This is an optimization exercise on Yosys and OpenROAD, whose aim is small area, a short achievable clock period and few clock cycles per item, not a production implementation.
At most, simulation tests tie the RTL to the original design; equivalence was not proved.
No functional check of the RTL was part of run 1.
Power figures rest on the tool's default switching activity, not on a simulated workload.

==> flow/design.v (outline; a module is shown in full before it is edited, if it fits) <==
// module hlsm_dp_param: 1002 lines
// module hdp_fa: 4 lines
// module hdp_ha: 4 lines
// module hdp_gp: 4 lines
// module hdp_g: 3 lines
// module hdp_aon: 3 lines
// module hdp_x2: 3 lines
// module hdp_mj: 3 lines
// module hdp_bs: 3 lines
module hlsm_dp_param (
  input  logic        Clk,
  input  logic        Rst,
  input  logic        Start,
  input  logic [31:0] a,
  input  logic [31:0] b,
  input  logic [31:0] c,
  output logic        Busy,
  output logic        Done,
  output logic [31:0] z,
  output logic [31:0] x,
  output logic        Ovf
);
  // ...
==> flow/flow/run.sh <==
#!/bin/bash
# Own layout flow: the standard flow (standard.sh) in three parts.
#  1. standard synthesis, unchanged;
#  2. flow/downsize.tcl: every combinational cell that synthesis mapped to a
#     drive strength above 1 is set to strength 1 (same function and pins); the
#     resizer later upsizes what timing needs;
#  3. the rest of the standard flow, with a tighter internal repair target for
#     setup (SETUP_SLACK_MARGIN; the SDC is unchanged) and buf_2 port buffers.
# Each tool's output goes to a log file of its own here (and ORFS's per-step
# logs under orfs/logs).
set -euo pipefail
MARGIN=${MARGIN:-7.5}
bash standard.sh synth > make_synth.log 2>&1
openroad -no_init -exit flow/downsize.tcl > downsize.log 2>&1
bash standard.sh SETUP_SLACK_MARGIN=$MARGIN \
  "BUFFER_PORTS_ARGS=-buffer_cell sky130_fd_sc_hd__buf_2" finish > make_finish.log 2>&1
==> flow/flow/downsize.tcl <==
# Set combinational cells of drive strength > 1 to strength 1 in 1_synth.odb.
set odb_file orfs/results/sky130hd/hlsm_dp_param/base/1_synth.odb
read_db $odb_file
set db [ord::get_db]
set n 0
foreach inst [[ord::get_db_block] getInsts] {
  set m [$inst getMaster]
  set name [$m getName]
  if {[regexp {^(sky130_fd_sc_hd__)(\w+)_([0-9]+)$} $name -> pre base size]} {
    if {$size <= 1} continue
    if {[regexp {^(df|edf|sdf|dl|clk|buf|inv|conb|tap|fill|decap)} $base]} continue
    set small [$db findMaster ${pre}${base}_1]
    if {$small eq "NULL" || $small eq ""} continue
    # same pin names required
    set p1 [lsort [lmap t [$m getMTerms] {$t getName}]]
    set p2 [lsort [lmap t [$small getMTerms] {$t getName}]]
    if {$p1 ne $p2} continue
    $inst swapMaster $small
    incr n
  }
}
puts "downsized $n cells"
write_db $odb_file
==> flow/standard.sh <==
#!/bin/bash
# synth_recipe.tcl (not shown) runs the flow's synth.tcl, then flattens the netlist and writes it again
# the make line also repeats each setting of config.mk as NAME=value (left out here)
make -C /OpenROAD-flow-scripts/flow DESIGN_CONFIG=/design/flow/config.mk WORK_HOME=/design/flow/orfs CLKGATE_MAP_FILE= SYNTH_SCRIPT=/design/flow/synth_recipe.tcl "${@:-finish}"
==> flow/config.mk <==
export PLATFORM = sky130hd
export DESIGN_NAME = hlsm_dp_param
export DESIGN_NICKNAME = hlsm_dp_param
export VERILOG_FILES = /design/flow/design.v
export SDC_FILE = /design/flow/constraint.sdc
export NUM_CORES = 4
export LEC_CHECK = 0
export CAP_MARGIN = 20
export CORE_MARGIN = 2
export CORE_UTILIZATION = 40
export CTS_BUF_LIST = sky130_fd_sc_hd__clkbuf_4 sky130_fd_sc_hd__clkbuf_8
export SLEW_MARGIN = 20
export SYNTH_HIERARCHICAL = 1
export SYNTH_MINIMUM_KEEP_SIZE = 0
==> flow/constraint.sdc <==
create_clock -name core_clock -period 12.5 [get_ports {Clk}]
set_input_delay 2.5000 -clock core_clock [delete_from_list [all_inputs] [get_ports {Clk}]]
set_output_delay 2.5000 -clock core_clock [all_outputs]
set_load 0.01 [all_outputs]
==> results_dict.tcl, run 1 <==
set metrics [dict create \
    design_area_mm2 0.0279 \
    setup_ws_ps 7550 \
    slew_headroom_pct 35.4 \
    final-clk-cell-share_pct 3.01 \
    place_area_mm2 0.0261 \
    post-place-cells 3058 \
    globalplace.congestion 0.938 \
    critPathKind "register to primary output" \
    clkPwrFrac_pct 7.5 \
    dr.pass1.iters 6 \
    synth_cells 2089 \
    gr-max-usage-layer "met2" \
    nClkBuffers 57 \
    finalSetupViolations 0 \
    drc 0 \
    status "timing/DRC/antenna clean" \
    critical_path_arrival_ps 2450 \
    seq_share_pct 22.0 \
    p_comb_share_pct 74.3 \
    r2r_end "xpr[31]" \
    dp_hpwl_mm 60.1 \
    regArea_mm2 0.00612 \
    die_h_um 248 \
    vias 18700 \
    regToRegSetupSlack_ps 7620 \
    cts_buffers 40 \
    design.seq.count 229 \
    cp_num_cells 7 \
    antenna_found_initial 7 \
    end_kind "primary output" \
    fin_util_pct 47.2 \
    worst_ep_required_time_ps 10000 \
    final_common_cell "xnor2_1" \
    grtUsageMet2_pct 40.7 \
    fin_crit_ps 4950 \
    cts_tree "done" \
    preCtsSetupSlack_ps 6900 \
    r2r-start "bn[1]" \
    grt_pass1_vias 19500 \
    cts_setup_buffers 2 \
    sequentialPower_w 0.00176 \
    ioPinCount 166 \
    insertion_delay_ps 620 \
    syn_area_per_cell_um2 11.4 \
    final_cell_count_no_fill 3164 \
]
==> run 2, diff against run 1 <==
--- a/flow/design.v
+++ b/flow/design.v
@@ -175,33 +175,25 @@
         hp853, hg854, hp855, hg856, g857, p858, g859, p860, g861, p862, hp863, hg864,
         hp865, hg866, hp867, hg868, hp869, hg870, g871, p872, g873, p874, g875, p876,
         hp877, hg878, hp879, hg880, hp881, hg882, hp883, hg884, g885, p886, g887, p888,
         g889, p890, hp891, hg892, hp893, hg894, hp895, hg896, hp897, hg898, g899, p900,
         g901, p902, g903, p904, hp905, hg906, hp907, hg908, hp909, hg910, hp911, hg912,
         g913, p914, g915, p916, g917, p918, g919, g920, p921, g922, p923, g924,
         p925, g926, p927, g928, p929, g930, p931, g932, p933, g934, p935, g936,
         p937, g938, p939, g940, p941, g942, p943, g944, p945, g946, p947, g948,
-        p949, g950, p951, g952, p953, g954, p955, g956, p957, g958, p959, g960,
+        p949, g950, g951, g952, p953, g954, p955, g956, p957, g958, p959, g960,
         p961, g962, p963, g964, p965, g966, p967, g968, p969, g970, p971, g972,
-        p973, g974, p975, g976, p977, g978, p979, g980, g981, g982, p983, g984,
+        p973, g974, p975, g976, p977, g978, p979, g980, g981, g982, g983, g984,
         p985, g986, p987, g988, p989, g990, p991, g992, p993, g994, p995, g996,
         p997, g998, p999, g1000, p1001, g1002, p1003, g1004, p1005, g1006, p1007, g1008,
-        p1009, g1010, p1011, g1012, p1013, g1014, p1015, g1016, p1017, g1018, p1019, g1020,
+        g1009, g1010, g1011, g1012, g1013, g1014, g1015, g1016, p1017, g1018, p1019, g1020,
         p1021, g1022, p1023, g1024, p1025, g1026, p1027, g1028, p1029, g1030, p1031, g1032,
-        p1033, g1034, p1035, g1036, p1037, g1038, g1039, g1040, g1041, g1042, p1043, g1044,
-        p1045, g1046, p1047, g1048, p1049, g1050, p1051, g1052, p1053, g1054, p1055, g1056,
-        p1057, g1058, p1059, g1060, p1061, g1062, p1063, g1064, p1065, g1066, p1067, g1068,
-        p1069, g1070, p1071, g1072, p1073, g1074, p1075, g1076, p1077, g1078, p1079, g1080,
-        p1081, g1082, p1083, g1084, p1085, g1086, p1087, g1088, p1089, g1090, g1091, g1092,
-        g1093, g1094, g1095, g1096, g1097, g1098, p1099, g1100, p1101, g1102, p1103, g1104,
-        p1105, g1106, p1107, g1108, p1109, g1110, p1111, g1112, p1113, g1114, p1115, g1116,
-        p1117, g1118, p1119, g1120, p1121, g1122, p1123, g1124, p1125, g1126, p1127, g1128,
-        p1129, g1130, g1131, g1132, g1133, g1134, g1135, g1136, g1137, g1138, g1139, g1140,
-        g1141, g1142, g1143, g1144, g1145;
+        g1033, g1034, g1035, g1036, g1037, g1038, g1039, g1040, g1041, g1042, g1043, g1044,
+        g1045, g1046, g1047;
   hdp_ha uhp1 (a[0], b[0], hp1, hg2);
   hdp_ha uhp3 (a[1], b[1], hp3, hg4);
   hdp_ha uhp5 (a[2], b[2], hp5, hg6);
   hdp_ha uhp7 (a[3], b[3], hp7, hg8);
   hdp_ha uhp9 (a[4], b[4], hp9, hg10);
   hdp_ha uhp11 (a[5], b[5], hp11, hg12);
   hdp_ha uhp13 (a[6], b[6], hp13, hg14);
   hdp_ha uhp15 (a[7], b[7], hp15, hg16);
@@ -833,177 +825,128 @@
   hdp_ha u_xpg25 (s3[25], c3[24], xp[25], xg[25]);
   hdp_ha u_xpg26 (s3[26], c3[25], xp[26], xg[26]);
   hdp_ha u_xpg27 (s3[27], c3[26], xp[27], xg[27]);
   hdp_ha u_xpg28 (s3[28], c3[27], xp[28], xg[28]);
   hdp_ha u_xpg29 (s3[29], c3[28], xp[29], xg[29]);
   hdp_ha u_xpg30 (s3[30], c3[29], xp[30], xg[30]);
   hdp_ha u_xpg31 (s3[31], c3[30], xp[31], xg[31]);
   hdp_g ug919 (xgr[1], xpr[1], xgr[0], g919);
-  hdp_gp ug920 (xgr[2], xpr[2], xgr[1], xpr[1], g920, p921);
-  hdp_gp ug922 (xgr[3], xpr[3], xgr[2], xpr[2], g922, p923);
-  hdp_gp ug924 (xgr[4], xpr[4], xgr[3], xpr[3], g924, p925);
-  hdp_gp ug926 (xgr[5], xpr[5], xgr[4], xpr[4], g926, p927);
-  hdp_gp ug928 (xgr[6], xpr[6], xgr[5], xpr[5], g928, p929);
-  hdp_gp ug930 (xgr[7], xpr[7], xgr[6], xpr[6], g930, p931);
-  hdp_gp ug932 (xgr[8], xpr[8], xgr[7], xpr[7], g932, p933);
-  hdp_gp ug934 (xgr[9], xpr[9], xgr[8], xpr[8], g934, p935);
-  hdp_gp ug936 (xgr[10], xpr[10], xgr[9], xpr[9], g936, p937);
-  hdp_gp ug938 (xgr[11], xpr[11], xgr[10], xpr[10], g938, p939);
-  hdp_gp ug940 (xgr[12], xpr[12], xgr[11], xpr[11], g940, p941);
-  hdp_gp ug942 (xgr[13], xpr[13], xgr[12], xpr[12], g942, p943);
-  hdp_gp ug944 (xgr[14], xpr[14], xgr[13], xpr[13], g944, p945);
-  hdp_gp ug946 (xgr[15], xpr[15], xgr[14], xpr[14], g946, p947);
-  hdp_gp ug948 (xgr[16], xpr[16], xgr[15], xpr[15], g948, p949);
-  hdp_gp ug950 (xgr[17], xpr[17], xgr[16], xpr[16], g950, p951);
-  hdp_gp ug952 (xgr[18], xpr[18], xgr[17], xpr[17], g952, p953);
-  hdp_gp ug954 (xgr[19], xpr[19], xgr[18], xpr[18], g954, p955);
-  hdp_gp ug956 (xgr[20], xpr[20], xgr[19], xpr[19], g956, p957);
-  hdp_gp ug958 (xgr[21], xpr[21], xgr[20], xpr[20], g958, p959);
-  hdp_gp ug960 (xgr[22], xpr[22], xgr[21], xpr[21], g960, p961);
-  hdp_gp ug962 (xgr[23], xpr[23], xgr[22], xpr[22], g962, p963);
-  hdp_gp ug964 (xgr[24], xpr[24], xgr[23], xpr[23], g964, p965);
-  hdp_gp ug966 (xgr[25], xpr[25], xgr[24], xpr[24], g966, p967);
-  hdp_gp ug968 (xgr[26], xpr[26], xgr[25], xpr[25], g968, p969);
-  hdp_gp ug970 (xgr[27], xpr[27], xgr[26], xpr[26], g970, p971);
-  hdp_gp ug972 (xgr[28], xpr[28], xgr[27], xpr[27], g972, p973);
-  hdp_gp ug974 (xgr[29], xpr[29], xgr[28], xpr[28], g974, p975);
-  hdp_gp ug976 (xgr[30], xpr[30], xgr[29], xpr[29], g976, p977);
-  hdp_gp ug978 (xgr[31], xpr[31], xgr[30], xpr[30], g978, p979);
-  hdp_g ug980 (g920, p921, xgr[0], g980);
-  hdp_g ug981 (g922, p923, g919, g981);
-  hdp_gp ug982 (g924, p925, g920, p921, g982, p983);
-  hdp_gp ug984 (g926, p927, g922, p923, g984, p985);
-  hdp_gp ug986 (g928, p929, g924, p925, g986, p987);
-  hdp_gp ug988 (g930, p931, g926, p927, g988, p989);
-  hdp_gp ug990 (g932, p933, g928, p929, g990, p991);
-  hdp_gp ug992 (g934, p935, g930, p931, g992, p993);
-  hdp_gp ug994 (g936, p937, g932, p933, g994, p995);
-  hdp_gp ug996 (g938, p939, g934, p935, g996, p997);
-  hdp_gp ug998 (g940, p941, g936, p937, g998, p999);
-  hdp_gp ug1000 (g942, p943, g938, p939, g1000, p1001);
-  hdp_gp ug1002 (g944, p945, g940, p941, g1002, p1003);
-  hdp_gp ug1004 (g946, p947, g942, p943, g1004, p1005);
-  hdp_gp ug1006 (g948, p949, g944, p945, g1006, p1007);
-  hdp_gp ug1008 (g950, p951, g946, p947, g1008, p1009);
-  hdp_gp ug1010 (g952, p953, g948, p949, g1010, p1011);
-  hdp_gp ug1012 (g954, p955, g950, p951, g1012, p1013);
-  hdp_gp ug1014 (g956, p957, g952, p953, g1014, p1015);
-  hdp_gp ug1016 (g958, p959, g954, p955, g1016, p1017);
-  hdp_gp ug1018 (g960, p961, g956, p957, g1018, p1019);
-  hdp_gp ug1020 (g962, p963, g958, p959, g1020, p1021);
-  hdp_gp ug1022 (g964, p965, g960, p961, g1022, p1023);
-  hdp_gp ug1024 (g966, p967, g962, p963, g1024, p1025);
-  hdp_gp ug1026 (g968, p969, g964, p965, g1026, p1027);
-  hdp_gp ug1028 (g970, p971, g966, p967, g1028, p1029);
-  hdp_gp ug1030 (g972, p973, g968, p969, g1030, p1031);
-  hdp_gp ug1032 (g974, p975, g970, p971, g1032, p1033);
-  hdp_gp ug1034 (g976, p977, g972, p973, g1034, p1035);
-  hdp_gp ug1036 (g978, p979, g974, p975, g1036, p1037);
-  hdp_g ug1038 (g982, p983, xgr[0], g1038);
-  hdp_g ug1039 (g984, p985, g919, g1039);
-  hdp_g ug1040 (g986, p987, g980, g1040);
-  hdp_g ug1041 (g988, p989, g981, g1041);
-  hdp_gp ug1042 (g990, p991, g982, p983, g1042, p1043);
-  hdp_gp ug1044 (g992, p993, g984, p985, g1044, p1045);
-  hdp_gp ug1046 (g994, p995, g986, p987, g1046, p1047);
-  hdp_gp ug1048 (g996, p997, g988, p989, g1048, p1049);
-  hdp_gp ug1050 (g998, p999, g990, p991, g1050, p1051);
-  hdp_gp ug1052 (g1000, p1001, g992, p993, g1052, p1053);
-  hdp_gp ug1054 (g1002, p1003, g994, p995, g1054, p1055);
-  hdp_gp ug1056 (g1004, p1005, g996, p997, g1056, p1057);
-  hdp_gp ug1058 (g1006, p1007, g998, p999, g1058, p1059);
-  hdp_gp ug1060 (g1008, p1009, g1000, p1001, g1060, p1061);
-  hdp_gp ug1062 (g1010, p1011, g1002, p1003, g1062, p1063);
-  hdp_gp ug1064 (g1012, p1013, g1004, p1005, g1064, p1065);
-  hdp_gp ug1066 (g1014, p1015, g1006, p1007, g1066, p1067);
-  hdp_gp ug1068 (g1016, p1017, g1008, p1009, g1068, p1069);
-  hdp_gp ug1070 (g1018, p1019, g1010, p1011, g1070, p1071);
-  hdp_gp ug1072 (g1020, p1021, g1012, p1013, g1072, p1073);
-  hdp_gp ug1074 (g1022, p1023, g1014, p1015, g1074, p1075);
-  hdp_gp ug1076 (g1024, p1025, g1016, p1017, g1076, p1077);
-  hdp_gp ug1078 (g1026, p1027, g1018, p1019, g1078, p1079);
-  hdp_gp ug1080 (g1028, p1029, g1020, p1021, g1080, p1081);
-  hdp_gp ug1082 (g1030, p1031, g1022, p1023, g1082, p1083);
-  hdp_gp ug1084 (g1032, p1033, g1024, p1025, g1084, p1085);
-  hdp_gp ug1086 (g1034, p1035, g1026, p1027, g1086, p1087);
-  hdp_gp ug1088 (g1036, p1037, g1028, p1029, g1088, p1089);
-  hdp_g ug1090 (g1042, p1043, xgr[0], g1090);
-  hdp_g ug1091 (g1044, p1045, g919, g1091);
-  hdp_g ug1092 (g1046, p1047, g980, g1092);
-  hdp_g ug1093 (g1048, p1049, g981, g1093);
-  hdp_g ug1094 (g1050, p1051, g1038, g1094);
-  hdp_g ug1095 (g1052, p1053, g1039, g1095);
-  hdp_g ug1096 (g1054, p1055, g1040, g1096);
-  hdp_g ug1097 (g1056, p1057, g1041, g1097);
-  hdp_gp ug1098 (g1058, p1059, g1042, p1043, g1098, p1099);
-  hdp_gp ug1100 (g1060, p1061, g1044, p1045, g1100, p1101);
-  hdp_gp ug1102 (g1062, p1063, g1046, p1047, g1102, p1103);
-  hdp_gp ug1104 (g1064, p1065, g1048, p1049, g1104, p1105);
-  hdp_gp ug1106 (g1066, p1067, g1050, p1051, g1106, p1107);
-  hdp_gp ug1108 (g1068, p1069, g1052, p1053, g1108, p1109);
-  hdp_gp ug1110 (g1070, p1071, g1054, p1055, g1110, p1111);
-  hdp_gp ug1112 (g1072, p1073, g1056, p1057, g1112, p1113);
-  hdp_gp ug1114 (g1074, p1075, g1058, p1059, g1114, p1115);
-  hdp_gp ug1116 (g1076, p1077, g1060, p1061, g1116, p1117);
-  hdp_gp ug1118 (g1078, p1079, g1062, p1063, g1118, p1119);
-  hdp_gp ug1120 (g1080, p1081, g1064, p1065, g1120, p1121);
-  hdp_gp ug1122 (g1082, p1083, g1066, p1067, g1122, p1123);
-  hdp_gp ug1124 (g1084, p1085, g1068, p1069, g1124, p1125);
-  hdp_gp ug1126 (g1086, p1087, g1070, p1071, g1126, p1127);
-  hdp_gp ug1128 (g1088, p1089, g1072, p1073, g1128, p1129);
-  hdp_g ug1130 (g1098, p1099, xgr[0], g1130);
-  hdp_g ug1131 (g1100, p1101, g919, g1131);
-  hdp_g ug1132 (g1102, p1103, g980, g1132);
-  hdp_g ug1133 (g1104, p1105, g981, g1133);
-  hdp_g ug1134 (g1106, p1107, g1038, g1134);
-  hdp_g ug1135 (g1108, p1109, g1039, g1135);
-  hdp_g ug1136 (g1110, p1111, g1040, g1136);
-  hdp_g ug1137 (g1112, p1113, g1041, g1137);
-  hdp_g ug1138 (g1114, p1115, g1090, g1138);
-  hdp_g ug1139 (g1116, p1117, g1091, g1139);
-  hdp_g ug1140 (g1118, p1119, g1092, g1140);
-  hdp_g ug1141 (g1120, p1121, g1093, g1141);
-  hdp_g ug1142 (g1122, p1123, g1094, g1142);
-  hdp_g ug1143 (g1124, p1125, g1095, g1143);
-  hdp_g ug1144 (g1126, p1127, g1096, g1144);
-  hdp_g ug1145 (g1128, p1129, g1097, g1145);
+  hdp_gp ug920 (xgr[3], xpr[3], xgr[2], xpr[2], g920, p921);
+  hdp_gp ug922 (xgr[5], xpr[5], xgr[4], xpr[4], g922, p923);
+  hdp_gp ug924 (xgr[7], xpr[7], xgr[6], xpr[6], g924, p925);
+  hdp_gp ug926 (xgr[9], xpr[9], xgr[8], xpr[8], g926, p927);
+  hdp_gp ug928 (xgr[11], xpr[11], xgr[10], xpr[10], g928, p929);
+  hdp_gp ug930 (xgr[13], xpr[13], xgr[12], xpr[12], g930, p931);
+  hdp_gp ug932 (xgr[15], xpr[15], xgr[14], xpr[14], g932, p933);
+  hdp_gp ug934 (xgr[17], xpr[17], xgr[16], xpr[16], g934, p935);
+  hdp_gp ug936 (xgr[19], xpr[19], xgr[18], xpr[18], g936, p937);
+  hdp_gp ug938 (xgr[21], xpr[21], xgr[20], xpr[20], g938, p939);
+  hdp_gp ug940 (xgr[23], xpr[23], xgr[22], xpr[22], g940, p941);
+  hdp_gp ug942 (xgr[25], xpr[25], xgr[24], xpr[24], g942, p943);
+  hdp_gp ug944 (xgr[27], xpr[27], xgr[26], xpr[26], g944, p945);
+  hdp_gp ug946 (xgr[29], xpr[29], xgr[28], xpr[28], g946, p947);
+  hdp_gp ug948 (xgr[31], xpr[31], xgr[30], xpr[30], g948, p949);
+  hdp_g ug950 (xgr[2], xpr[2], g919, g950);
+  hdp_g ug951 (g920, p921, g919, g951);
+  hdp_gp ug952 (xgr[6], xpr[6], g922, p923, g952, p953);
+  hdp_gp ug954 (g924, p925, g922, p923, g954, p955);
+  hdp_gp ug956 (xgr[10], xpr[10], g926, p927, g956, p957);
+  hdp_gp ug958 (g928, p929, g926, p927, g958, p959);
+  hdp_gp ug960 (xgr[14], xpr[14], g930, p931, g960, p961);
+  hdp_gp ug962 (g932, p933, g930, p931, g962, p963);
+  hdp_gp ug964 (xgr[18], xpr[18], g934, p935, g964, p965);
+  hdp_gp ug966 (g936, p937, g934, p935, g966, p967);
+  hdp_gp ug968 (xgr[22], xpr[22], g938, p939, g968, p969);
+  hdp_gp ug970 (g940, p941, g938, p939, g970, p971);
+  hdp_gp ug972 (xgr[26], xpr[26], g942, p943, g972, p973);
+  hdp_gp ug974 (g944, p945, g942, p943, g974, p975);
+  hdp_gp ug976 (xgr[30], xpr[30], g946, p947, g976, p977);
+  hdp_gp ug978 (g948, p949, g946, p947, g978, p979);
+  hdp_g ug980 (xgr[4], xpr[4], g951, g980);
+  hdp_g ug981 (g922, p923, g951, g981);
+  hdp_g ug982 (g952, p953, g951, g982);
+  hdp_g ug983 (g954, p955, g951, g983);
+  hdp_gp ug984 (xgr[12], xpr[12], g958, p959, g984, p985);
+  hdp_gp ug986 (g930, p931, g958, p959, g986, p987);
+  hdp_gp ug988 (g960, p961, g958, p959, g988, p989);
+  hdp_gp ug990 (g962, p963, g958, p959, g990, p991);
+  hdp_gp ug992 (xgr[20], xpr[20], g966, p967, g992, p993);
+  hdp_gp ug994 (g938, p939, g966, p967, g994, p995);
+  hdp_gp ug996 (g968, p969, g966, p967, g996, p997);
+  hdp_gp ug998 (g970, p971, g966, p967, g998, p999);
+  hdp_gp ug1000 (xgr[28], xpr[28], g974, p975, g1000, p1001);
+  hdp_gp ug1002 (g946, p947, g974, p975, g1002, p1003);
+  hdp_gp ug1004 (g976, p977, g974, p975, g1004, p1005);
+  hdp_gp ug1006 (g978, p979, g974, p975, g1006, p1007);
+  hdp_g ug1008 (xgr[8], xpr[8], g983, g1008);
+  hdp_g ug1009 (g926, p927, g983, g1009);
+  hdp_g ug1010 (g956, p957, g983, g1010);
+  hdp_g ug1011 (g958, p959, g983, g1011);
+  hdp_g ug1012 (g984, p985, g983, g1012);
+  hdp_g ug1013 (g986, p987, g983, g1013);
+  hdp_g ug1014 (g988, p989, g983, g1014);
+  hdp_g ug1015 (g990, p991, g983, g1015);
+  hdp_gp ug1016 (xgr[24], xpr[24], g998, p999, g1016, p1017);
+  hdp_gp ug1018 (g942, p943, g998, p999, g1018, p1019);
+  hdp_gp ug1020 (g972, p973, g998, p999, g1020, p1021);
+  hdp_gp ug1022 (g974, p975, g998, p999, g1022, p1023);
+  hdp_gp ug1024 (g1000, p1001, g998, p999, g1024, p1025);
+  hdp_gp ug1026 (g1002, p1003, g998, p999, g1026, p1027);
+  hdp_gp ug1028 (g1004, p1005, g998, p999, g1028, p1029);
+  hdp_gp ug1030 (g1006, p1007, g998, p999, g1030, p1031);
+  hdp_g ug1032 (xgr[16], xpr[16], g1015, g1032);
+  hdp_g ug1033 (g934, p935, g1015, g1033);
+  hdp_g ug1034 (g964, p965, g1015, g1034);
+  hdp_g ug1035 (g966, p967, g1015, g1035);
+  hdp_g ug1036 (g992, p993, g1015, g1036);
+  hdp_g ug1037 (g994, p995, g1015, g1037);
+  hdp_g ug1038 (g996, p997, g1015, g1038);
+  hdp_g ug1039 (g998, p999, g1015, g1039);
+  hdp_g ug1040 (g1016, p1017, g1015, g1040);
+  hdp_g ug1041 (g1018, p1019, g1015, g1041);
+  hdp_g ug1042 (g1020, p1021, g1015, g1042);
+  hdp_g ug1043 (g1022, p1023, g1015, g1043);
+  hdp_g ug1044 (g1024, p1025, g1015, g1044);
+  hdp_g ug1045 (g1026, p1027, g1015, g1045);
+  hdp_g ug1046 (g1028, p1029, g1015, g1046);
+  hdp_g ug1047 (g1030, p1031, g1015, g1047);
   assign xs[0] = xpr[0];
   assign xs[1] = xpr[1] ^ xgr[0];
   assign xs[2] = xpr[2] ^ g919;
-  assign xs[3] = xpr[3] ^ g980;
-  assign xs[4] = xpr[4] ^ g981;
-  assign xs[5] = xpr[5] ^ g1038;
-  assign xs[6] = xpr[6] ^ g1039;
-  assign xs[7] = xpr[7] ^ g1040;
-  assign xs[8] = xpr[8] ^ g1041;
-  assign xs[9] = xpr[9] ^ g1090;
-  assign xs[10] = xpr[10] ^ g1091;
-  assign xs[11] = xpr[11] ^ g1092;
-  assign xs[12] = xpr[12] ^ g1093;
-  assign xs[13] = xpr[13] ^ g1094;
-  assign xs[14] = xpr[14] ^ g1095;
-  assign xs[15] = xpr[15] ^ g1096;
-  assign xs[16] = xpr[16] ^ g1097;
-  assign xs[17] = xpr[17] ^ g1130;
-  assign xs[18] = xpr[18] ^ g1131;
-  assign xs[19] = xpr[19] ^ g1132;
-  assign xs[20] = xpr[20] ^ g1133;
-  assign xs[21] = xpr[21] ^ g1134;
-  assign xs[22] = xpr[22] ^ g1135;
-  assign xs[23] = xpr[23] ^ g1136;
-  assign xs[24] = xpr[24] ^ g1137;
-  assign xs[25] = xpr[25] ^ g1138;
-  assign xs[26] = xpr[26] ^ g1139;
-  assign xs[27] = xpr[27] ^ g1140;
-  assign xs[28] = xpr[28] ^ g1141;
-  assign xs[29] = xpr[29] ^ g1142;
-  assign xs[30] = xpr[30] ^ g1143;
-  assign xs[31] = xpr[31] ^ g1144;
-  assign xs[32] = g1145;
+  assign xs[3] = xpr[3] ^ g950;
+  assign xs[4] = xpr[4] ^ g951;
+  assign xs[5] = xpr[5] ^ g980;
+  assign xs[6] = xpr[6] ^ g981;
+  assign xs[7] = xpr[7] ^ g982;
+  assign xs[8] = xpr[8] ^ g983;
+  assign xs[9] = xpr[9] ^ g1008;
+  assign xs[10] = xpr[10] ^ g1009;
+  assign xs[11] = xpr[11] ^ g1010;
+  assign xs[12] = xpr[12] ^ g1011;
+  assign xs[13] = xpr[13] ^ g1012;
+  assign xs[14] = xpr[14] ^ g1013;
+  assign xs[15] = xpr[15] ^ g1014;
+  assign xs[16] = xpr[16] ^ g1015;
+  assign xs[17] = xpr[17] ^ g1032;
+  assign xs[18] = xpr[18] ^ g1033;
+  assign xs[19] = xpr[19] ^ g1034;
+  assign xs[20] = xpr[20] ^ g1035;
+  assign xs[21] = xpr[21] ^ g1036;
+  assign xs[22] = xpr[22] ^ g1037;
+  assign xs[23] = xpr[23] ^ g1038;
+  assign xs[24] = xpr[24] ^ g1039;
+  assign xs[25] = xpr[25] ^ g1040;
+  assign xs[26] = xpr[26] ^ g1041;
+  assign xs[27] = xpr[27] ^ g1042;
+  assign xs[28] = xpr[28] ^ g1043;
+  assign xs[29] = xpr[29] ^ g1044;
+  assign xs[30] = xpr[30] ^ g1045;
+  assign xs[31] = xpr[31] ^ g1046;
+  assign xs[32] = g1047;
 endmodule
 module hdp_fa (input logic a, input logic b, input logic ci, output logic s, output logic co);
   assign s  = a ^ b ^ ci;
   assign co = (a & b) | (a & ci) | (b & ci);
 endmodule
 module hdp_ha (input logic a, input logic b, output logic s, output logic co);
   assign s  = a ^ b;
   assign co = a & b;
==> flow/config.mk (replaced) <==
export PLATFORM = sky130hd
export DESIGN_NAME = hlsm_dp_param
export DESIGN_NICKNAME = hlsm_dp_param
export VERILOG_FILES = /design/flow/design.v
export SDC_FILE = /design/flow/constraint.sdc
export NUM_CORES = 4
export LEC_CHECK = 0
export CAP_MARGIN = 20
export CORE_MARGIN = 2
export CORE_UTILIZATION = 55
export CTS_BUF_LIST = sky130_fd_sc_hd__clkbuf_4 sky130_fd_sc_hd__clkbuf_8
export SLEW_MARGIN = 20
export SYNTH_HIERARCHICAL = 1
export SYNTH_MINIMUM_KEEP_SIZE = 0
==> run 2 against run 1 <==
  * Still clean
  * Final area decreased by 3.6%
  * Synthesized area down 2.8%
  * Clock power increased by 16%
  * Register-to-register slack worse by 20 ps
  * Power decreased by 2.3%
  * Combinational power down 4.5%
  * Largest cell class unchanged
==> results_dict.tcl, run 2 <==
set metrics [dict create \
    status "timing/DRC/antenna clean" \
    numClockSinks 229 \
    globalplace.congestion 0.940 \
    finalClockSkew_ps 27.4 \
    core-area_mm2 0.0419 \
    fin_crit_ps 5060 \
    drv_slew 0 \
    hold_class "register to register" \
    drc 0 \
    clkTransAtPathRegs_ps 70 \
    cts-root-buf "clkbuf_8" \
    final_nets 2795 \
    grt_pass1_vias 18200 \
    cts_max_level 2 \
    clkPwrFrac_pct 9.0 \
    critPathKind "input port to register" \
    vias 17700 \
    final_common_cell "xnor2_1" \
    drive_above_1_share_pct 16.9 \
    overflow 0 \
    max_cap_viol_count 0 \
    die_h_um 209 \
    hold_ws_ps 492 \
    tns_ps 0 \
    worst_pin_slew_ps 891 \
    vdd_ir_drop_max_mv 0.585 \
    insertion_delay_ps 640 \
    floorplan.initialDensity_pct 55.5 \
    sequentialPowerShare_pct 18.4 \
    syn_area_mm2 0.0232 \
    path_cells "buf_2 -> ha_4 -> and2_1 -> and2_1 -> a21o_4 -> a21o_4 -> a21o_1 -> inv_2 -> ha_4 -> a21boi_2 -> nand4_1 -> a2111oi_2 -> o2111ai_2 -> nor4_2 -> nand4_1" \
    p_comb_share_pct 72.6 \
    final_cell_count_no_fill 2822 \
    critical_path_arrival_ps 5440 \
    max_freq_mhz 198 \
    final_cell_mix "xnor2_1 (286), a22oi_1 (271), fa_1 (254), a21o_1 (216), ha_1 (174)" \
    ioPinCount 166 \
    p_sw_w 0.00411 \
    crit_fanout 6 \
    cts_buffer_depth 3 \
    ctsHoldBuffers 0 \
    end_kind "register" \
    power_leakage_nw 11.6 \
    drt_iter0_markers 1754 \
    finalSetupViolations 0 \
    r2r-start "bn[0]" \
    vias_per_cell 6.28 \
    min_period_over_period_pct 40.5 \
    post-place-cells 2718 \
    numPortBuffers 165 \
    cellPowerDensity_mw_per_mm2 352 \
    slowest_stage "a2111oi_2" \
    die_w_um 209 \
    p_int_w 0.00535 \
    cts_buffers 42 \
    rsz0062_at_grt "yes" \
    hp-start "Done" \
    wl_per_cell_um 26.1 \
    ys_warn_count 9 \
    synth_cells 1991 \
    dp_hpwl_mm 53.5 \
    design_area_mm2 0.0269 \
    max_stage_delay_ps 360 \
    grt_pass1_wl_mm 110 \
    worst_ep_required_time_ps 12880 \
    wirelength_mm 73.7 \
    grt_start_max_net_pins 68 \
    swShare_pct 43.4 \
    dr.pass1.iters 9 \
    ant_nets 0 \
    place_area_mm2 0.0251 \
    start_kind "input port" \
    slew_headroom_pct 40.6 \
    startpoint "a[7]" \
    dieArea_mm2 0.0439 \
    syn_area_per_cell_um2 11.7 \
    finalHoldViolCount 0 \
    antenna_found_initial 1 \
    areaGrowthSynthToFinish_pct 15.7 \
    rows 75 \
    cts_tree "done" \
    track_usage_pct 33.4 \
]
-- run 2: worst max-delay path: cells and delay by family --
family / cells / cell delay [ps]
AO/OA/AOI/OAI: 6 / 1380
AND/OR/NAND/NOR: 5 / 900
adder cells (fa/ha/maj): 2 / 370
buffers and inverters: 2 / 290
-- run 2: final timing paths --
kind | end | slack [ps] | cells after the start
worst max-delay path | ov1 | 7440 | 15
worst min-delay path | Done | 490 | 1
worst max register to register | xpr[30] | 7600 | 10
worst min register to register | Done | 490 | 1
max in group asynchronous | Busy | 10670 | 2
min in group asynchronous | Busy | 1710 | 2
-- run 2: cell type report --
type	instances	area [µm²]
multi-input combinational	1682	17200
fill	3375	15000
sequential	229	6130
timing repair buffer	223	1590
clock buffer	65	832
tap	539	674
inverter	70	270
clock inverter	13	169
antenna	1	2.50
-- run 2: per-stage QoR --
| stage | total power (W) | setup WS [ps] | utilization, % |
|---|---|---|---|
| global placement | 0.00816 | 6980 | 59.9 |
| finish | 0.00946 | 7440 | 64.2 |
| floorplan | 0.00651 | 6700 | - |
| detailed placement | 0.00853 | 6810 | 59.9 |
| CTS | 0.00949 | 7370 | 62.6 |
| global route | 0.0106 | 7270 | 64.2 |
-- run 2: routing by layer --
| metal | track usage, % | share of wire (%) |
|---|---|---|
| met1 | 45.8 | 42 |
| met2 | 53.3 | 46 |
| met3 | 6.24 | 9.0 |
| met4 | 12.5 | 3.6 |
| met5 | 0 | 0 |
-- run 2: power by group through the flow --
| stage | combinational [W] | clock (W) | sequential [W] |
|---|---|---|---|
| 2_1_floorplan | 0.00478 | 0 | 0.00174 |
| 3_3_place_gp | 0.00642 | 0 | 0.00175 |
| 3_5_place_dp | 0.00678 | 0 | 0.00175 |
| 4_1_cts | 0.00689 | 0.000862 | 0.00174 |
| 5_1_grt | 0.00798 | 0.000892 | 0.00176 |
| 6_report | 0.00687 | 0.000847 | 0.00174 |
-- run 2: what timing repair did --
item                       4_1_cts  5_1_grt
pin swaps                        8       26
cloned                           2        7
hold endpoints to repair         0        0
setup endpoints to repair       37       34
setup buffers                    5       11
gates resized for setup         33       91
Testbench counts of run 2, summed over its fixed seeds: cycles 4,800, items 2,400.
==> run 3, diff against run 2 <==
--- a/flow/config.mk
+++ b/flow/config.mk
@@ -7,7 +7,7 @@
 export LEC_CHECK = 0
 export CAP_MARGIN = 20
 export CORE_MARGIN = 2
-export CORE_UTILIZATION = 55
+export CORE_UTILIZATION = 70
 export CTS_BUF_LIST = sky130_fd_sc_hd__clkbuf_4 sky130_fd_sc_hd__clkbuf_8
 export SLEW_MARGIN = 20
 export SYNTH_HIERARCHICAL = 1
==> run 3 against run 2 <==
  * Highest routed layer unchanged
  * Largest power group unchanged
  * Clock power fell by 9.6%
  * Register-to-register slack got worse by 30 ps
  * Power is essentially flat
==> results_dict.tcl, run 3 <==
set metrics [dict create \
    crit_fanout 2 \
    final_cell_count_no_fill 2711 \
    grt_start_max_net_pins 71 \
    die_h_um 186 \
    clkTransAtPathRegs_ps 60 \
    slew_headroom_pct 31.3 \
    drt_iter0_markers 2159 \
    vdd_ir_drop_max_mv 0.657 \
    place_area_mm2 0.0249 \
    end_kind "primary output" \
    max_freq_mhz 198 \
    worst_pin_slew_ps 1030 \
    antenna_found_initial 1 \
    dieArea_mm2 0.0347 \
    finalHoldViolCount 0 \
    p_comb_share_pct 73.5 \
    numPortBuffers 165 \
    drive_above_1_share_pct 15.2 \
    regToRegSetupSlack_ps 7570 \
    final_nets 2785 \
    numClockSinks 229 \
    wl_per_cell_um 26.1 \
    worst_ep_required_time_ps 10000 \
    ant_nets 0 \
    wirelength_mm 70.7 \
    areaGrowthSynthToFinish_pct 13.2 \
    status "timing/DRC/antenna clean" \
    synth_cells 1991 \
    grt_pass1_wl_mm 106 \
    sequentialPowerShare_pct 18.4 \
    cts_max_level 2 \
    final_common_cell "xnor2_1" \
    r2r-start "bo[0]" \
    worst_r2r_path_depth 11 \
    cellPowerDensity_mw_per_mm2 360 \
    cts_tree "done" \
    vias_per_cell 6.80 \
    track_usage_pct 40.9 \
    drc 0 \
    ioPinCount 166 \
    insertion_delay_ps 600 \
    dr.pass1.iters 7 \
    max_cap_viol_count 0 \
    r2r_end "xpr[31]" \
    die_w_um 186 \
    swShare_pct 43.8 \
    final_cell_mix "xnor2_1 (288), a22oi_1 (276), fa_1 (257), a21o_1 (218), ha_1 (182)" \
    syn_area_mm2 0.0232 \
    cts_buffer_depth 3 \
    vias 18400 \
    cts_buffers 39 \
    post-place-cells 2622 \
    p_sw_w 0.00414 \
    design_area_mm2 0.0263 \
    fillCellCount 2028 \
    finalSetupViolations 0 \
    rows 66 \
    tns_ps 0 \
    clkPwrFrac_pct 8.1 \
    critical_path_arrival_ps 2550 \
    core-area_mm2 0.0326 \
    crit_end "Ovf" \
    start_kind "register" \
    rsz0062_at_grt "yes" \
    p_int_w 0.00531 \
    n_antenna_cell 0 \
    cts-root-buf "clkbuf_8" \
    fin_crit_ps 5050 \
    floorplan.initialDensity_pct 71.2 \
    grt_pass1_vias 18700 \
    ys_warn_count 9 \
    critPathKind "register to primary output" \
    hold_class "register to register" \
    drv_slew 0 \
    overflow 0 \
    min_period_over_period_pct 40.4 \
    finalClockSkew_ps 33.0 \
    globalplace.congestion 0.980 \
    power_leakage_nw 11.4 \
    startpoint "bpr[1]" \
    dp_hpwl_mm 50.6 \
    syn_area_per_cell_um2 11.7 \
]
[run 3: cell type report]
type | instances | area (µm²) | area share, %
Multi-Input combinational cell | 1682 | 17000 | 64.8
Sequential cell | 229 | 6120 | 23.3
Clock buffer | 60 | 726 | 2.76
Tap cell | 442 | 553 | 2.10
Timing Repair Buffer | 216 | 1430 | 5.45
Clock inverter | 12 | 149 | 0.567
Inverter | 70 | 270 | 1.03
[run 3: critical path, cell delays in order, from the launching register on]
cell and delay, ps:
edfxtp_1 360, a21oi_1 190, nor2b_1 80, o21ai_1 360, a211o_1 360, mux2i_1 260, nand2b_1 80, a21o_1 150
buf_2 130
[run 3: how the worst min path moves through the flow]
stage           end  cells past startpoint  from  slack [ps]
5_1_grt        Done                      1  Done         530
3_3_place_gp   Done                      1  Done         470
2_1_floorplan  Done                      1  Done         520
4_1_cts        Done                      1  Done         500
6_report       Done                      1  Done         490
3_5_place_dp   Done                      1  Done         460
[run 3: power by group through the flow]
stage / combinational (W) / sequential [W] / clock, W
floorplan: 0.00478 / 0.00174 / 0
global placement: 0.00625 / 0.00173 / 0
detailed placement: 0.00681 / 0.00175 / 0
CTS: 0.00694 / 0.00173 / 0.000772
global route: 0.00785 / 0.00176 / 0.000802
finish: 0.00694 / 0.00174 / 0.000766
[run 3: per-stage QoR]
step                      total power (W)  setup slack [ps]  utilization [%]  hold WS [ps]
after CTS                         0.00944              7450             79.5           496
after floorplan                   0.00651              6700                -           521
after detailed placement          0.00856              6870             76.4           464
final                             0.00945              7450             80.6           491
after global routing               0.0104              7370             80.6           527
after global placement            0.00799              7020             76.4           467
[run 3: repair_timing]
item / CTS / global route
pin swaps: 11 / 18
gates resized for setup: 25 / 53
setup buffers: 7 / 3
cloned: 2 / 5
hold buffers: 0 / 0
setup endpoints to repair: 27 / 30
[run 3: layer usage]
| layer | wire [µm] | track usage [%] | vias to the layer above | part of all wire, % |
|---|---|---|---|---|
| li1 | - | - | 7750 | - |
| met1 | 26200 | 52.6 | 8974 | 37 |
| met4 | 3820 | 21.2 | 0 | 5.4 |
| met3 | 9080 | 10.9 | 312 | 13 |
| met2 | 31500 | 64.1 | 1409 | 45 |
| met5 | 0 | 0 | - | 0 |
==> run 4, diff against run 3 <==
--- a/flow/config.mk
+++ b/flow/config.mk
@@ -7,7 +7,7 @@
 export LEC_CHECK = 0
 export CAP_MARGIN = 20
 export CORE_MARGIN = 2
-export CORE_UTILIZATION = 70
+export CORE_UTILIZATION = 40
 export CTS_BUF_LIST = sky130_fd_sc_hd__clkbuf_4 sky130_fd_sc_hd__clkbuf_8
 export SLEW_MARGIN = 20
 export SYNTH_HIERARCHICAL = 1
==> run 4 against run 3 <==
  * Clock skew shrank 6.2 ps
  * Routed wire length up 7.9%
  * Utilization shrank 33 points
  * Count of clock-buffer cells in the layout fell by 5
  * Critical path depth is 1 lower
  * Synthesized area is the same
  * Sequential share of layout area fell by 0.90 points
  * Worst hold slack got worse by 8.4 ps
  * Register-to-register slack improved by 40 ps
  * Non-clock buffer count grew 4
  * Combinational power fell by 4.5%
==> results_dict.tcl, run 4 <==
set metrics [dict create \
    clkPwrFrac_pct 8.2 \
    cts_buffers 40 \
    regArea_mm2 0.00613 \
    regToRegSetupSlack_ps 7610 \
    hold_ws_ps 483 \
    sequentialPowerShare_pct 19.2 \
    core-area_mm2 0.0576 \
    ys_warn_count 9 \
    place_area_mm2 0.0253 \
    vdd_ir_drop_max_mv 0.393 \
    drv_slew 0 \
    cts_max_level 2 \
    numPortBuffers 165 \
    r2r_end "xpr[30]" \
    min_path_cells 1 \
    startpoint "xpr[1]" \
    vias_per_cell 5.75 \
    min_period_over_period_pct 40.3 \
    dp_hpwl_mm 55.7 \
    wl_per_cell_um 25.1 \
    hold_class "register to register" \
    die_w_um 245 \
    insertion_delay_ps 620 \
    fillCellCount 5227 \
    ant_nets 0 \
    grt_pass1_wl_mm 113 \
    clkTransAtPathRegs_ps 60 \
    track_usage_pct 25.1 \
    die_h_um 245 \
    drc 0 \
    areaGrowthSynthToFinish_pct 18.0 \
    finalSetupViolations 0 \
    status "timing/DRC/antenna clean" \
    dieArea_mm2 0.0600 \
    p_int_w 0.00521 \
    drt_iter0_markers 1677 \
    start_kind "register" \
    final_cell_mix "xnor2_1 (288), a22oi_1 (276), fa_1 (256), a21o_1 (215), edfxtp_1 (147)" \
    syn_area_per_cell_um2 11.7 \
    wirelength_mm 76.3 \
    hp-start "Done" \
    globalplace.congestion 0.904 \
    ioPinCount 166 \
    overflow 0 \
    power_w 0.00914 \
    cts_tree "done" \
    r2r-start "bo[2]" \
    worst_r2r_path_depth 11 \
    grt_pass1_vias 18600 \
    swShare_pct 42.9 \
    syn_area_mm2 0.0232 \
    vias 17500 \
    worst_pin_slew_ps 1010 \
    finalHoldViolCount 0 \
    end_kind "primary output" \
    final_nets 2790 \
    cts_buffer_depth 3 \
    tns_ps 0 \
    synth_cells 1991 \
    finalClockSkew_ps 26.7 \
    power_leakage_nw 11.5 \
    critPathKind "register to primary output" \
    design_area_mm2 0.0274 \
    fin_util_pct 47.6 \
    max_cap_viol_count 0 \
    drive_above_1_share_pct 17.5 \
    critical_path_arrival_ps 2540 \
    multi_input_area_mm2 0.0177 \
    worst_ep_required_time_ps 10000 \
    rsz0062_at_grt "yes" \
    floorplan.initialDensity_pct 40.3 \
    p_comb_share_pct 72.6 \
    p_sw_w 0.00392 \
    cts-root-buf "clkbuf_8" \
    slew_headroom_pct 32.8 \
    fin_crit_ps 5040 \
    dr.pass1.iters 6 \
    final_common_cell "xnor2_1" \
    antenna_found_initial 2 \
    cellPowerDensity_mw_per_mm2 333 \
    rows 88 \
    grt_start_max_net_pins 68 \
    ctsHoldBuffers 0 \
    hold-path-endpoint "Done" \
    max_freq_mhz 199 \
    numClockSinks 229 \
    crit_fanout 5 \
]
[run 4: cell types whose count changed in the layout (fill, tap and decap cells not counted), moves of 3 or more]
cell,before,now
clkbuf_16,5,2
buf_6,8,11
clkbuf_8,44,49
clkbuf_4,19,30
a21o_4,7,11
a21o_1,218,215
dfxtp_4,4,10
clkinv_1,0,4
ha_4,8,57
ha_1,182,133
dfxtp_2,28,22
buf_4,30,45
buf_2,162,131
[run 4: what timing repair did]
action | in CTS | in global routing
setup endpoints to repair | 45 | 32
buffers inserted | 7 | 15
pin swaps | 6 | 30
cloned | 2 | 2
gates resized for setup | 37 | 141
[run 4: power by group through the flow]
stage,Clock (W),Combinational [W],Sequential (W)
2_1_floorplan,0,0.00478,0.00174
3_3_place_gp,0,0.00628,0.00177
3_5_place_dp,0,0.00659,0.00177
4_1_cts,0.000771,0.00672,0.00175
5_1_grt,0.000802,0.00772,0.00177
6_report,0.000753,0.00663,0.00175
[run 4: critical path, cell delays in order, from the launching register on]
cell and delay, ps:
edfxtp_1 400, a21o_1 230, a21o_4 230, a21o_4 250, a21o_4 270, a21o_1 200
xor2_1 160, buf_2 160
[run 4: area by class of cell]
class	count	area share [%]
Inverter	70	0.986
Clock buffer	55	2.60
Tap cell	765	3.49
Timing Repair Buffer	220	5.46
Antenna cell	2	0.0183
Clock inverter	15	0.520
Sequential cell	229	22.4
Multi-Input combinational cell	1682	64.5
[run 4: worst max-delay path by stage]
| stage | end | slack (ps) |
|---|---|---|
| 2_1_floorplan | dr[0] | 6700 |
| 3_3_place_gp | ov1 | 6970 |
| 3_5_place_dp | ov1 | 6920 |
| 4_1_cts | x[27] | 7370 |
| 5_1_grt | x[27] | 7340 |
| 6_report | x[25] | 7460 |
[run 4: stage by stage]
step                std cells  worst slack (ps)
floorplan                1993              6700
global placement         2940              6970
detailed placement       2940              6920
CTS                      3019              7370
global route             3037              7340
finish                   3038              7460
[run 4: metal layers]
layer	global-route usage (%)	up-vias	part of all wire [%]
met4	9.94	0	3.9
met2	41.8	708	48
met5	0	-	0
met3	4.37	161	7.0
met1	32.6	8839	41
li1	-	7761	-

## port drivers added, routing unchanged
Ports are ideal in the flow. The routed layouts listed here were re-timed in OpenROAD. Step 1 sets driving cells, clkbuf_16 on the clock port and buf_2 on the other inputs (assumed; they add their load-dependent delay and slew). Step 2, shift: input delay + t, output delay - t, t = (earliest + latest rising clock arrival at the registers) / 2. This alone moves slack from input paths to output paths. a / b / c = ideal / step 1 / step 2; a / b = the first two.
| run | t, ns | slack for setup (ns) | worst setup path after step 2 |
|---|---|---|---|
| run 1 | 0.655 | 7.551 / 7.498 / 6.929 | input to register |
| run 2 | 0.679 | 7.440 / 7.413 / 6.789 | input to register |
| run 3 | 0.637 | 7.447 / 7.395 / 6.952 | input to register |
| run 4 | 0.663 | 7.465 / 7.412 / 6.989 | input to register |
After both steps setup and hold are still met in every run listed. The setup slack of run 2, which loses most, moves by -0.027 ns with the drivers and by -0.651 ns with both steps.
